Background: an optimization exercise with open tools, aiming at small area, a short achievable clock period and few clock cycles. Do not read the settings as production practice. Only the layout flow was run in this run; the RTL was not checked for function there.

## flow/run.sh

```bash
#!/bin/bash
# synth_recipe.tcl (not shown) runs the flow's synth.tcl, then flattens the netlist and writes it again
# the make line also repeats each setting of config.mk as NAME=value (left out here)
make -C /OpenROAD-flow-scripts/flow DESIGN_CONFIG=/design/flow/config.mk WORK_HOME=/design/flow/orfs CLKGATE_MAP_FILE= SYNTH_SCRIPT=/design/flow/synth_recipe.tcl finish
```

## flow/config.mk

```make
export PLATFORM = sky130hd
export DESIGN_NAME = exec_stage_md
export DESIGN_NICKNAME = exec_stage_md
export VERILOG_FILES = /design/flow/design.v
export SDC_FILE = /design/flow/constraint.sdc
export NUM_CORES = 4
export LEC_CHECK = 0
export CAP_MARGIN = 20
export CORE_MARGIN = 2
export CORE_UTILIZATION = 40
export SETUP_SLACK_MARGIN = 0.2
export SLEW_MARGIN = 20
```

## flow/constraint.sdc

```tcl
create_clock -name core_clock -period 11.5 [get_ports {clk}]
set_input_delay 2.3000 -clock core_clock [delete_from_list [all_inputs] [get_ports {clk}]]
set_output_delay 2.3000 -clock core_clock [all_outputs]
set_load 0.01 [all_outputs]
```

## flow/design.v

```verilog
`default_nettype none
module lzc32 (
    input  wire logic [31:0] x,
    output      logic [5:0]  z
);
    logic [15:0] v1; logic [15:0]      p1;
    logic [7:0]  v2; logic [7:0][1:0]  p2;
    logic [3:0]  v3; logic [3:0][2:0]  p3;
    logic [1:0]  v4; logic [1:0][3:0]  p4;
    always_comb begin
        for (int i = 0; i < 16; i++) begin
            v1[i] = x[2*i+1] | x[2*i];
            p1[i] = ~x[2*i+1];
        end
        for (int i = 0; i < 8; i++) begin
            v2[i] = v1[2*i+1] | v1[2*i];
            p2[i] = v1[2*i+1] ? {1'b0, p1[2*i+1]} : {1'b1, p1[2*i]};
        end
        for (int i = 0; i < 4; i++) begin
            v3[i] = v2[2*i+1] | v2[2*i];
            p3[i] = v2[2*i+1] ? {1'b0, p2[2*i+1]} : {1'b1, p2[2*i]};
        end
        for (int i = 0; i < 2; i++) begin
            v4[i] = v3[2*i+1] | v3[2*i];
            p4[i] = v3[2*i+1] ? {1'b0, p3[2*i+1]} : {1'b1, p3[2*i]};
        end
        if (v4[1])      z = {2'b00, p4[1]};
        else if (v4[0]) z = {2'b01, p4[0]};
        else            z = 6'd32;
    end
endmodule
module exec_stage_md (
    input  wire logic        clk,
    input  wire logic        rst_n,
    input  wire logic        in_valid,
    output      logic        in_ready,
    input  wire logic        flush,
    input  wire logic        md_en,
    input  wire logic [2:0]  md_op,
    input  wire logic [4:0]  alu_ctrl,
    input  wire logic        jump,
    input  wire logic        branch,
    input  wire logic        sel_a_pc,
    input  wire logic        sel_b_imm,
    input  wire logic        tgt_rs1,
    input  wire logic [31:0] rd1,
    input  wire logic [31:0] rd2,
    input  wire logic [31:0] pc,
    input  wire logic [31:0] imm,
    input  wire logic [1:0]  fwd_a,
    input  wire logic [1:0]  fwd_b,
    input  wire logic [31:0] result_w,
    input  wire logic [31:0] alu_result_m,
    output      logic        out_valid,
    input  wire logic        out_ready,
    output      logic [31:0] result,
    output      logic [31:0] write_data,
    output      logic [31:0] pc_target,
    output      logic        redirect,
    output      logic        stall_o
);
    logic [31:0] rs1, rs2, alu_a, alu_b, alu_out;
    always_comb begin
        case (fwd_a)
            2'b01:   rs1 = result_w;
            2'b10:   rs1 = alu_result_m;
            default: rs1 = rd1;
        endcase
        case (fwd_b)
            2'b01:   rs2 = result_w;
            2'b10:   rs2 = alu_result_m;
            default: rs2 = rd2;
        endcase
    end
    assign alu_a = sel_a_pc  ? pc  : rs1;
    assign alu_b = sel_b_imm ? imm : rs2;
    logic        do_sub;
    logic [32:0] sum;
    logic        lt_u, lt_s, eq;
    assign do_sub = (alu_ctrl != 5'd0);
    assign sum    = {1'b0, alu_a} + {1'b0, alu_b ^ {32{do_sub}}} + {32'd0, do_sub};
    assign lt_u   = ~sum[32];
    assign lt_s   = (alu_a[31] ^ alu_b[31]) ? alu_a[31] : sum[31];
    assign eq     = (alu_a == alu_b);
    logic        is_sll;
    logic [31:0] sh_in, sh_out, sh_rev;
    logic [4:0]  shamt;
    assign is_sll = (alu_ctrl[2:0] == 3'd2);
    assign shamt  = alu_b[4:0];
    always_comb begin
        for (int i = 0; i < 32; i++) sh_in[i] = is_sll ? alu_a[31-i] : alu_a[i];
    end
    assign sh_out = 32'($signed({alu_ctrl[0] & alu_a[31], sh_in}) >>> shamt);
    always_comb begin
        for (int i = 0; i < 32; i++) sh_rev[i] = sh_out[31-i];
    end
    always_comb begin
        case (alu_ctrl)
            5'd0, 5'd1:   alu_out = sum[31:0];
            5'd2:         alu_out = sh_rev;
            5'd3, 5'd12:  alu_out = {31'd0, lt_s};
            5'd4, 5'd14:  alu_out = {31'd0, lt_u};
            5'd5:         alu_out = alu_a ^ alu_b;
            5'd6, 5'd7:   alu_out = sh_out;
            5'd8:         alu_out = alu_a | alu_b;
            5'd9:         alu_out = alu_a & alu_b;
            5'd10:        alu_out = {31'd0, eq};
            5'd11:        alu_out = {31'd0, ~eq};
            5'd13:        alu_out = {31'd0, ~lt_s};
            5'd15:        alu_out = {31'd0, ~lt_u};
            5'd16:        alu_out = alu_b;
            default:      alu_out = 32'd0;
        endcase
    end
    logic [31:0] tgt_sum, pc_tgt;
    assign tgt_sum = (tgt_rs1 ? rs1 : pc) + imm;
    assign pc_tgt  = {tgt_sum[31:1], tgt_sum[0] & ~tgt_rs1};
    typedef enum logic [2:0] {
        S_IDLE = 3'd0,
        S_MUL  = 3'd1,
        S_DIVN = 3'd2,
        S_DIV  = 3'd3,
        S_DONE = 3'd4
    } state_t;
    state_t      state_q, state_d;
    logic [2:0]  op_q;
    logic [3:0]  cnt_q;
    logic [31:0] A_q, H_q, BL_q;
    logic        neg_q_q, neg_r_q;
    logic [31:0] wd_q, pct_q;
    logic live, accept;
    assign live   = rst_n & ~flush;
    assign accept = live & (state_q == S_IDLE) & in_valid & md_en;
    logic        in_sgn, a_neg, b_neg;
    logic [31:0] a_mag, b_mag;
    assign in_sgn = ~md_op[0];
    assign a_neg  = in_sgn & rs1[31];
    assign b_neg  = in_sgn & rs2[31];
    assign a_mag  = a_neg ? -rs1 : rs1;
    assign b_mag  = b_neg ? -rs2 : rs2;
    logic               m_a_sgn, m_b_sgn;
    logic signed [32:0] m_a, m_h;
    logic signed [8:0]  m_c;
    logic signed [41:0] m_sum;
    assign m_a_sgn = (op_q[1:0] == 2'd1) | (op_q[1:0] == 2'd2);
    assign m_b_sgn = (op_q[1:0] == 2'd1);
    assign m_a     = {m_a_sgn & A_q[31], A_q};
    assign m_h     = {m_a_sgn & H_q[31], H_q};
    assign m_c     = {m_b_sgn & (cnt_q[1:0] == 2'd3) & BL_q[7], BL_q[7:0]};
    assign m_sum   = m_a * m_c + m_h;
    logic [5:0]  za, zb;
    logic        d_zero, q_zero;
    logic [4:0]  s_amt;
    logic [31:0] n_hi, n_lo;
    lzc32 u_lza (.x(BL_q), .z(za));
    lzc32 u_lzb (.x(A_q),  .z(zb));
    assign d_zero = (A_q == 32'd0);
    assign q_zero = (zb < za);
    assign s_amt  = 5'(6'd31 - zb + za) & 5'b11110;
    assign n_lo   = BL_q << s_amt;
    assign n_hi   = (s_amt == 5'd0) ? 32'd0 : (BL_q >> (6'd32 - {1'b0, s_amt}));
    logic [32:0] t1, t2;
    logic        q1, q2;
    logic [31:0] r1, r2;
    assign t1 = {H_q, BL_q[31]} - {1'b0, A_q};
    assign q1 = ~t1[32];
    assign r1 = q1 ? t1[31:0] : {H_q[30:0], BL_q[31]};
    assign t2 = {r1, BL_q[30]} - {1'b0, A_q};
    assign q2 = ~t2[32];
    assign r2 = q2 ? t2[31:0] : {r1[30:0], BL_q[30]};
    always_comb begin
        state_d = state_q;
        case (state_q)
            S_IDLE: if (in_valid && md_en) state_d = md_op[2] ? S_DIVN : S_MUL;
            S_MUL:  if (cnt_q[1:0] == 2'd3) state_d = S_DONE;
            S_DIVN: state_d = (d_zero || q_zero) ? S_DONE : S_DIV;
            S_DIV:  if (cnt_q == 4'd0) state_d = S_DONE;
            S_DONE: if (out_ready) state_d = S_IDLE;
            default: state_d = S_IDLE;
        endcase
        if (flush) state_d = S_IDLE;
    end
    always_ff @(posedge clk or negedge rst_n) begin
        if (!rst_n) state_q <= S_IDLE;
        else        state_q <= state_d;
    end
    always_ff @(posedge clk) begin
        case (state_q)
            S_IDLE: if (in_valid && md_en) begin
                op_q  <= md_op;
                wd_q  <= rs2;
                pct_q <= pc_tgt;
                cnt_q <= 4'd0;
                H_q   <= 32'd0;
                if (md_op[2]) begin
                    A_q     <= b_mag;
                    BL_q    <= a_mag;
                    neg_q_q <= a_neg ^ b_neg;
                    neg_r_q <= a_neg;
                end else begin
                    A_q  <= rs1;
                    BL_q <= rs2;
                end
            end
            S_MUL: begin
                H_q   <= m_sum[39:8];
                BL_q  <= {m_sum[7:0], BL_q[31:8]};
                cnt_q <= cnt_q + 4'd1;
            end
            S_DIVN: begin
                if (d_zero) begin
                    H_q     <= BL_q;
                    BL_q    <= 32'hFFFF_FFFF;
                    neg_q_q <= 1'b0;
                end else if (q_zero) begin
                    H_q  <= BL_q;
                    BL_q <= 32'd0;
                end else begin
                    H_q   <= n_hi;
                    BL_q  <= n_lo;
                    cnt_q <= ~s_amt[4:1];
                end
            end
            S_DIV: begin
                H_q   <= r2;
                BL_q  <= {BL_q[29:0], q1, q2};
                cnt_q <= cnt_q - 4'd1;
            end
            default: ;
        endcase
    end
    logic        is_div, sel_hi, neg_res;
    logic [31:0] md_raw, md_res;
    assign is_div  = op_q[2];
    assign sel_hi  = is_div ? op_q[1] : (op_q[1:0] != 2'd0);
    assign neg_res = is_div & (op_q[1] ? neg_r_q : neg_q_q);
    assign md_raw  = sel_hi ? H_q : BL_q;
    assign md_res  = (md_raw ^ {32{neg_res}}) + {31'd0, neg_res};
    logic is_idle, is_done;
    assign is_idle = (state_q == S_IDLE);
    assign is_done = (state_q == S_DONE);
    assign in_ready   = is_idle;
    assign out_valid  = live & (is_idle ? (in_valid & ~md_en) : is_done);
    assign redirect   = live & is_idle & in_valid & ~md_en & (jump | (branch & alu_out[0]));
    assign stall_o    = live & ~is_idle & ~(is_done & out_ready);
    assign result     = is_idle ? alu_out : md_res;
    assign write_data = is_idle ? rs2     : wd_q;
    assign pc_target  = is_idle ? pc_tgt  : pct_q;
endmodule
`default_nettype wire
```

==> run notes <==
-- per-stage QoR --
stage	hold WS [ns]	setup WS, ns	utilization (%)	instances
floorplan	0.618	2.00	-	5234
finish	0.728	0.432	45.6	6772
detailed placement	0.710	0.631	45.0	6736
CTS	0.733	0.593	45.6	6768
global placement	0.686	0.658	45.0	6736
global route	0.827	0.270	45.6	6769
-- cells in the mapped netlist (20+ instances only) --
| cell | n |
|---|---|
| mux2_2 | 77 |
| a31oi_1 | 45 |
| and2_1 | 191 |
| xnor2_1 | 181 |
| o211ai_1 | 60 |
| a31o_2 | 20 |
| buf_1 | 34 |
| o21a_1 | 66 |
| nand4_1 | 29 |
| nor4_1 | 31 |
| ha_1 | 302 |
| a22oi_1 | 61 |
| clkbuf_1 | 256 |
| a211o_1 | 23 |
| a211oi_1 | 52 |
| nand2b_1 | 50 |
| a221o_1 | 31 |
| a221oi_1 | 41 |
| mux2i_1 | 212 |
| inv_1 | 532 |
| a222oi_1 | 21 |
| nor3_1 | 61 |
| o21ai_0 | 342 |
| nand3_1 | 66 |
| or2_2 | 30 |
| o22ai_1 | 37 |
| o21ai_1 | 27 |
| a21oi_1 | 330 |
| xor2_1 | 108 |
| nor2_1 | 314 |
| a22o_1 | 23 |
| mux4_2 | 25 |
| edfxtp_1 | 169 |
| buf_2 | 37 |
| fa_1 | 272 |
| nor2b_1 | 48 |
| o221ai_1 | 28 |
| o21bai_1 | 23 |
| a21o_1 | 75 |
| and3_1 | 46 |
| nand2_1 | 586 |
-- worst min path at each step --
stage,start,end,slack (ns),cells after the start
6_report,cnt_q[2],state_q[1],0.73,3
5_1_grt,cnt_q[3],state_q[1],0.83,3
4_1_cts,cnt_q[2],state_q[1],0.73,3
3_5_place_dp,cnt_q[2],state_q[1],0.71,3
3_3_place_gp,cnt_q[2],state_q[1],0.69,3
2_1_floorplan,cnt_q[2],state_q[1],0.62,3
-- cell usage in the layout (no fill, tap or decap), drive strengths merged, types with 34 or more instances in the layout --
cell type        n
nand3           66
fa             272
xor2           108
and3            46
nor2           315
clkdlybuf4s50  310
a211oi          53
nand2          589
a21o            75
mux2            77
nor4            34
nor2b           48
buf            163
o21ai          370
nand2b          50
and2           194
edfxtp         169
o211ai          61
o22ai           37
nor3            62
o21a            66
inv            542
a31oi           45
ha             302
xnor2          182
a221oi          42
a22oi           61
a21oi          331
mux2i          213
-- cell type report --
class                      instances  share of cell area, %
tap                             1368                   3.69
timing repair buffer             473                   9.33
antenna                            4                 0.0216
clock inverter                    15                  0.450
clock buffer                      17                  0.916
inverter                         542                   4.38
sequential                       172                   11.1
multi-input combinational       4181                   70.1
-- flip-flops by register name, summed over array words and instances, names as in the netlist --
| name | count |
|---|---|
| neg_r_q | 1 |
| pct_q | 32 |
| cnt_q | 4 |
| op_q | 3 |
| H_q | 32 |
| wd_q | 32 |
| A_q | 32 |
| neg_q_q | 1 |
| BL_q | 32 |
| state_q | 3 |
-- worst max-delay path: stages --
cell	delay, ns
clkdlybuf4s50_1	0.51
ha_1	0.90
a22o_1	0.31
a21boi_0	0.26
o21ai_0	0.60
ha_1	0.39
nor2b_1	0.16
o31a_1	0.28
o41a_1	0.38
o2111ai_1	0.33
a31oi_1	0.22
o41a_1	0.46
a41oi_1	0.29
buf_4	0.22
o21bai_1	0.10
xnor2_1	0.16
o21ai_1	0.28
clkdlybuf4s50_1	0.60
-- cells by family after synthesis --
group | Yosys count | synth area share, %
AO/OA/AOI/OAI | 1463 | 23.7
adder cells (fa/ha/maj) | 574 | 22.5
buffers and inverters | 881 | 8.34
XOR/XNOR | 290 | 6.21
flip-flops | 172 | 12.6
AND/OR/NAND/NOR | 1539 | 18.0
multiplexers | 315 | 8.70
-- layer usage --
layer / part of all wire (%) / track usage [%] / routed length [microns]
met1: 39 / 46.0 / 76500
met2: 45 / 59.3 / 88700
met3: 9.3 / 7.27 / 18300
met4: 7.3 / 22.4 / 14400
met5: 0 / 0 / 0
==> flow_summary.ini <==
[yosys]
ys.flop_type = edfxtp_1
netlist_area_sq_mm = 0.0410
yosysWarningCount = 2
netlist.area_leader.share_pct = 13.3
synth_edf_count = 169
synth_nets = 6023
synth_seq_cells = 172
yosysSeqAreaShare_pct = 12.6
synth_area_leader_cell = fa_1
yosys.cell_types.count = 100
async_reset_ff_share_pct = 1.74
synthTopCellsByArea = fa_1 13%, edfxtp_1 12%, ha_1 9.2%
syn_inst = 5234
synth.avg_cell_area_sq_um = 7.83

[route]
wl_per_cell_microns = 29.2
first_iter_violations = 5515
drc = 0
ant_nets = 0
firstDrtPassIters = 9
vias_per_cell = 6.33
num_vias = 42900
routed_wl_mm = 198

[sta]
tightest_slew_ns = 1.16
slew_viol_final = 0
hold_viol = 0
rsz0062_at_grt = no
fin_crit_sh_pct = 96.2
relSlewSlack_pct = 21.9
max_freq_mhz = 90.4
finClkSkew_ns = 0.0273
tns_ns = 0
setup_viol = 0
post-route-min-period_ns = 11.07

[cts]
cts_resized = 0
htree_levels = 4
cts-buffers-inserted = 17
clk-insertion-delay-late_ns = 0.52
path_clk_slew_ns = 0.09
cts.path.max_buffers = 2
cts.sinks = 172
tritoncts = done
ctsHoldBuffers = 0
root_buffer = clkbuf_16
cts_setup_buffers = 0

[die]
dieArea_sq_mm = 0.105
io_pins = 315
core-area_sq_mm = 0.102
num_rows = 117
die_w_microns = 324
start_util_pct = 40.3
dieHeight_microns = 324

[grt]
grt_pass1_wl_mm = 284
track_usage_pct = 37.0
grt_max_degree = 95
grt_pass1_vias = 41100
antenna_found_initial = 9
gr-total-overflow = 0

[run_status]
status = no timing/DRC/antenna violations

[hold_path]
hp-class = flip-flop to flip-flop

[critical_path]
reg2reg_depth = 27
startpoint = fwd_a[0]
cp-endpoint = result[30]
crit_fanout = 23
critical_path_class = input pin to primary output
arrival_ns = 8.77
end_kind = primary output
r2r_end = H_q[3]
rr_startpoint = BL_q[31]
required_ns = 9.20
r2r_slack_ns = 2.60
crit_path_start_kind = input pin

[placed_design]
place_congestion = 1.08
dpl-instance-area_sq_mm = 0.0458
dp_hpwl_mm = 159
io_buffers = 314

[final_layout]
multi_input_area_sq_mm = 0.0326
area_growth_pct = 13.3
fin_area_sq_mm = 0.0464
drive_gt1_share_pct = 7.54
n_fill_cell = 10300
seqCellArea_sq_mm = 0.00515
nets = 6176

[flow_run]
maxCapViolCount = 0

-- what the ideal ports hide --
The flow's constraints put no driver on any port. The routed layout listed below was extracted and timed again, unchanged, in two steps. Step 1 assumes that a clkbuf_16 drives the clock port and a buf_2 every other input. Step 2, shift: input delay + t, output delay - t, t = (earliest + latest rising clock arrival at the registers) / 2. This alone moves slack from input paths to output paths. a / b / c = ideal ports / drivers / drivers and shift; a / b = the first two.
shift t [ns]: 0.581
setup slack, ns: 0.432 / 0.407 / 0.407
worst slew at a driven data input, ns: 0.11
After both steps setup and hold are still met in this run. For this run, drivers alone change the setup slack by -0.025 ns; drivers and shift together by -0.025 ns.
